Context: an optimization exercise on an open-source flow, tuned for small area, a short achievable clock period and few clock cycles per item. The choices shown serve that exercise and are no tape-out recipe.
Only simulation tests tie the RTL to the original design; equivalence was not proved.
Power and IR drop assume default switching activity.

## run a
==> flow/design.v (excerpt) <==
module two_mode_motion_tween_unit #(
  parameter int unsigned FRACTION_BITS    = 16,
  parameter int unsigned SINE_TABLE_DEPTH = 1024
) (
  input  wire logic        clk,
  input  wire logic        rst,
  input  wire logic        s_tvalid,
  output logic             s_tready,
  input  wire logic [7:0]  s_tdata,     
  output logic             m_tvalid,
  input  wire logic        m_tready,
  output logic [31:0]      m_tdata,     
  output logic             m_tlast,     
  input  wire logic        cfg_valid,
  output logic             cfg_ready,
  input  wire logic [2:0]  cfg_index,
  input  wire logic [15:0] cfg_data
);
Size: about 6000 cells after synthesis, ~68 I/O pins, about 0.050 mm^2 of cells after synthesis.
make LEC_CHECK=0 CAP_MARGIN=20 CORE_MARGIN=2 CORE_UTILIZATION=40 SETUP_SLACK_MARGIN=5 SLEW_MARGIN=20 SYNTH_MEMORY_MAX_BITS=32768 finish   # period 11.0 ns
run.sh (not shown) runs the stock make flow with config.mk's settings and CLKGATE_MAP_FILE= SYNTH_SCRIPT=/design/flow/synth_recipe.tcl, a recipe that flattens the netlist after the stock synthesis.
Testbench counts of run a, summed over its fixed seeds: cycles 9,528, items 7,756.
Input-level comparison between run b and run a:
--- a/flow/design.v
+++ b/flow/design.v
@@ -1581,23 +1581,22 @@
     end
   end
   logic signed [16:0] dx, dy;
   logic signed [18:0] tx, ty;     
   always_ff @(posedge clk) begin
     dx <= $signed({end_x[15], end_x}) - $signed({start_x[15], start_x});
     dy <= $signed({end_y[15], end_y}) - $signed({start_y[15], start_y});
     tx <= 19'($signed({end_x[15], end_x}) - $signed({start_x[15], start_x})) * 19'sd3;
     ty <= 19'($signed({end_y[15], end_y}) - $signed({start_y[15], start_y})) * 19'sd3;
   end
-  logic stall;        
-  logic sk_v;
-  assign stall = sk_v;
+  logic stall;
+  assign stall = m_tvalid && !m_tready;
   logic h_v, h_rs, t_v, t_rs;
   logic push, pop;
   logic in_v, in_rs;
   assign push  = s_tvalid && s_tready;
   assign in_v  = h_v || push;
   assign in_rs = h_v ? h_rs : s_tdata[0];
   always_ff @(posedge clk) begin
     if (rst) begin
       h_v      <= 1'b0;
       t_v      <= 1'b0;
@@ -2241,28 +2240,25 @@
   always_ff @(posedge clk) begin
     if (!stall) begin
       cvx_ah  <= cvx_a[31:16];
       cvx_bh  <= cvx_b[31:16];
       cvx_rgg <= cvx_gg;
       cvx_rgp <= cvx_gp;
       cvx_rnz <= cvx_nz;
     end
   end
   logic        cvx_c16;
-  logic [15:0] cvx_h0, cvx_h1, cvx_h2;
+  logic [15:0] cvx_s;
   assign cvx_c16 = cvx_rgg[3] | (cvx_rgp[3] & cvx_rgg[2]) | (cvx_rgp[3] & cvx_rgp[2] & cvx_rgg[1])
                  | (cvx_rgp[3] & cvx_rgp[2] & cvx_rgp[1] & cvx_rgg[0]);
-  assign cvx_h0 = cvx_ah + cvx_bh;
-  assign cvx_h1 = cvx_ah + cvx_bh + 16'd1;
-  assign cvx_h2 = cvx_ah + cvx_bh + 16'd2;
-  assign rx = cvx_c16 ? ((cvx_h1[15] && cvx_rnz) ? cvx_h2 : cvx_h1)
-                       : ((cvx_h0[15] && cvx_rnz) ? cvx_h1 : cvx_h0);
+  assign cvx_s = cvx_ah + cvx_bh + {15'd0, cvx_c16};
+  assign rx = cvx_s + {15'd0, cvx_s[15] & cvx_rnz};
   logic rsy0_1, rsy0_2, rsy0_3;
   logic [18:0] rsy0_w;
   assign rsy0_1 = f2[0] & ~f2[1];
   assign rsy0_2 = ~f2[0] & f2[1];
   assign rsy0_3 = f2[0] & f2[1];
   assign rsy0_w[0] = (rsy0_1 & dy[0]) | (rsy0_2 & 1'b0) | (rsy0_3 & ty[0]);
   assign rsy0_w[1] = (rsy0_1 & dy[1]) | (rsy0_2 & dy[0]) | (rsy0_3 & ty[1]);
   assign rsy0_w[2] = (rsy0_1 & dy[2]) | (rsy0_2 & dy[1]) | (rsy0_3 & ty[2]);
   assign rsy0_w[3] = (rsy0_1 & dy[3]) | (rsy0_2 & dy[2]) | (rsy0_3 & ty[3]);
   assign rsy0_w[4] = (rsy0_1 & dy[4]) | (rsy0_2 & dy[3]) | (rsy0_3 & ty[4]);
@@ -2722,64 +2718,40 @@
   always_ff @(posedge clk) begin
     if (!stall) begin
       cvy_ah  <= cvy_a[31:16];
       cvy_bh  <= cvy_b[31:16];
       cvy_rgg <= cvy_gg;
       cvy_rgp <= cvy_gp;
       cvy_rnz <= cvy_nz;
     end
   end
   logic        cvy_c16;
-  logic [15:0] cvy_h0, cvy_h1, cvy_h2;
+  logic [15:0] cvy_s;
   assign cvy_c16 = cvy_rgg[3] | (cvy_rgp[3] & cvy_rgg[2]) | (cvy_rgp[3] & cvy_rgp[2] & cvy_rgg[1])
                  | (cvy_rgp[3] & cvy_rgp[2] & cvy_rgp[1] & cvy_rgg[0]);
-  assign cvy_h0 = cvy_ah + cvy_bh;
-  assign cvy_h1 = cvy_ah + cvy_bh + 16'd1;
-  assign cvy_h2 = cvy_ah + cvy_bh + 16'd2;
-  assign ry = cvy_c16 ? ((cvy_h1[15] && cvy_rnz) ? cvy_h2 : cvy_h1)
-                       : ((cvy_h0[15] && cvy_rnz) ? cvy_h1 : cvy_h0);
+  assign cvy_s = cvy_ah + cvy_bh + {15'd0, cvy_c16};
+  assign ry = cvy_s + {15'd0, cvy_s[15] & cvy_rnz};
   logic v3, fe3, dn3;
-  logic        o_free, sk_l;
-  logic [31:0] sk_d, res_d;
-  assign o_free = !m_tvalid || m_tready;
-  assign res_d  = fe3 ? {end_y, end_x} : {ry, rx};
   always_ff @(posedge clk) begin
     if (rst) begin
-      v2 <= 1'b0;
-      v3 <= 1'b0;
+      v2       <= 1'b0;
+      v3       <= 1'b0;
+      m_tvalid <= 1'b0;
     end else if (!stall) begin
-      v2 <= pop;
-      v3 <= v2;
+      v2       <= pop;
+      v3       <= v2;
+      m_tvalid <= v3;
     end
   end
   always_ff @(posedge clk) begin
     if (!stall) begin
       fe2 <= !in_rs && (past_k || done_k || (easing_mode && ix >= 11'd1022));
       dn2 <= done;
       f2  <= in_rs ? 16'd0 : easing_mode ? sine_val(ix) : q[15:0];
       fe3 <= fe2;
       dn3 <= dn2;
-    end
-  end
-  always_ff @(posedge clk) begin
-    if (rst) begin
-      m_tvalid <= 1'b0;
-      sk_v     <= 1'b0;
-    end else if (o_free) begin
-      m_tvalid <= sk_v || v3;
-      sk_v     <= 1'b0;
-    end else if (!sk_v && v3) begin
-      sk_v     <= 1'b1;
-    end
-  end
-  always_ff @(posedge clk) begin
-    if (o_free) begin
-      m_tdata <= sk_v ? sk_d : res_d;
-      m_tlast <= sk_v ? sk_l : dn3;
-    end
-    if (!o_free && !sk_v) begin
-      sk_d <= res_d;
-      sk_l <= dn3;
+      m_tdata <= fe3 ? {end_y, end_x} : {ry, rx};
+      m_tlast <= dn3;
     end
   end
 endmodule
 `default_nettype wire
## What came out
Side by side, sequential power turned out lower in run b than in run a.
Run b: insertion delay to the later sink of the worst-skew pair lower than run a
Run b falls short of run a in total chip power.
When run b is set beside run a, its initial antenna violation count turns out to be 5 smaller.
Against run a, run b reports a fill cell instance count of the final layout that is lower.
| pre-CTS worst setup slack | run b vs run a | 260 ps higher |
Relative to run a, the total routed wire length on the met1 layer measured on run b has decreased by a few percent.
For the total wire length, run b came in 5.1% lower than run a did.
Across both runs, global-route usage was lower for run b than for run a.
Of run b and run a, it is run b that has the higher area fraction in compound gates after synthesis.
For the global routing usage on met2, run b came in 1.9 points lower than run a did.
Testbench counts of run b, summed over its fixed seeds: cycles 9,528, items 7,756.

==> re-timing with driven ports <==
Ports are ideal in the flow. The routed layouts listed here were re-timed in OpenROAD. Step 1, drivers: a clkbuf_16 drives clk and a buf_2 each remaining input, both assumed. Step 2 adds t to the input delays and takes it off the output delays; t is the mean of the earliest and latest rising clock arrival at the registers after step 1. Input paths then give back, and output paths get back, about the clock's delay inside the block. a / b / c = ideal ports / drivers / drivers and shift; a / b = the first two.
run | t, ns | setup slack, ns | worst setup path at the end | worst data-port slew with drivers (ns)
run a | 0.733 | 5.059 / 5.027 / 4.294 | input to register | 0.17
run b | 0.718 | 5.067 / 5.103 / 4.392 | input to register | 0.11
After both steps every run listed still meets setup and hold. For run a, which loses most, drivers alone change the setup slack by -0.032 ns; drivers and shift together by -0.765 ns.
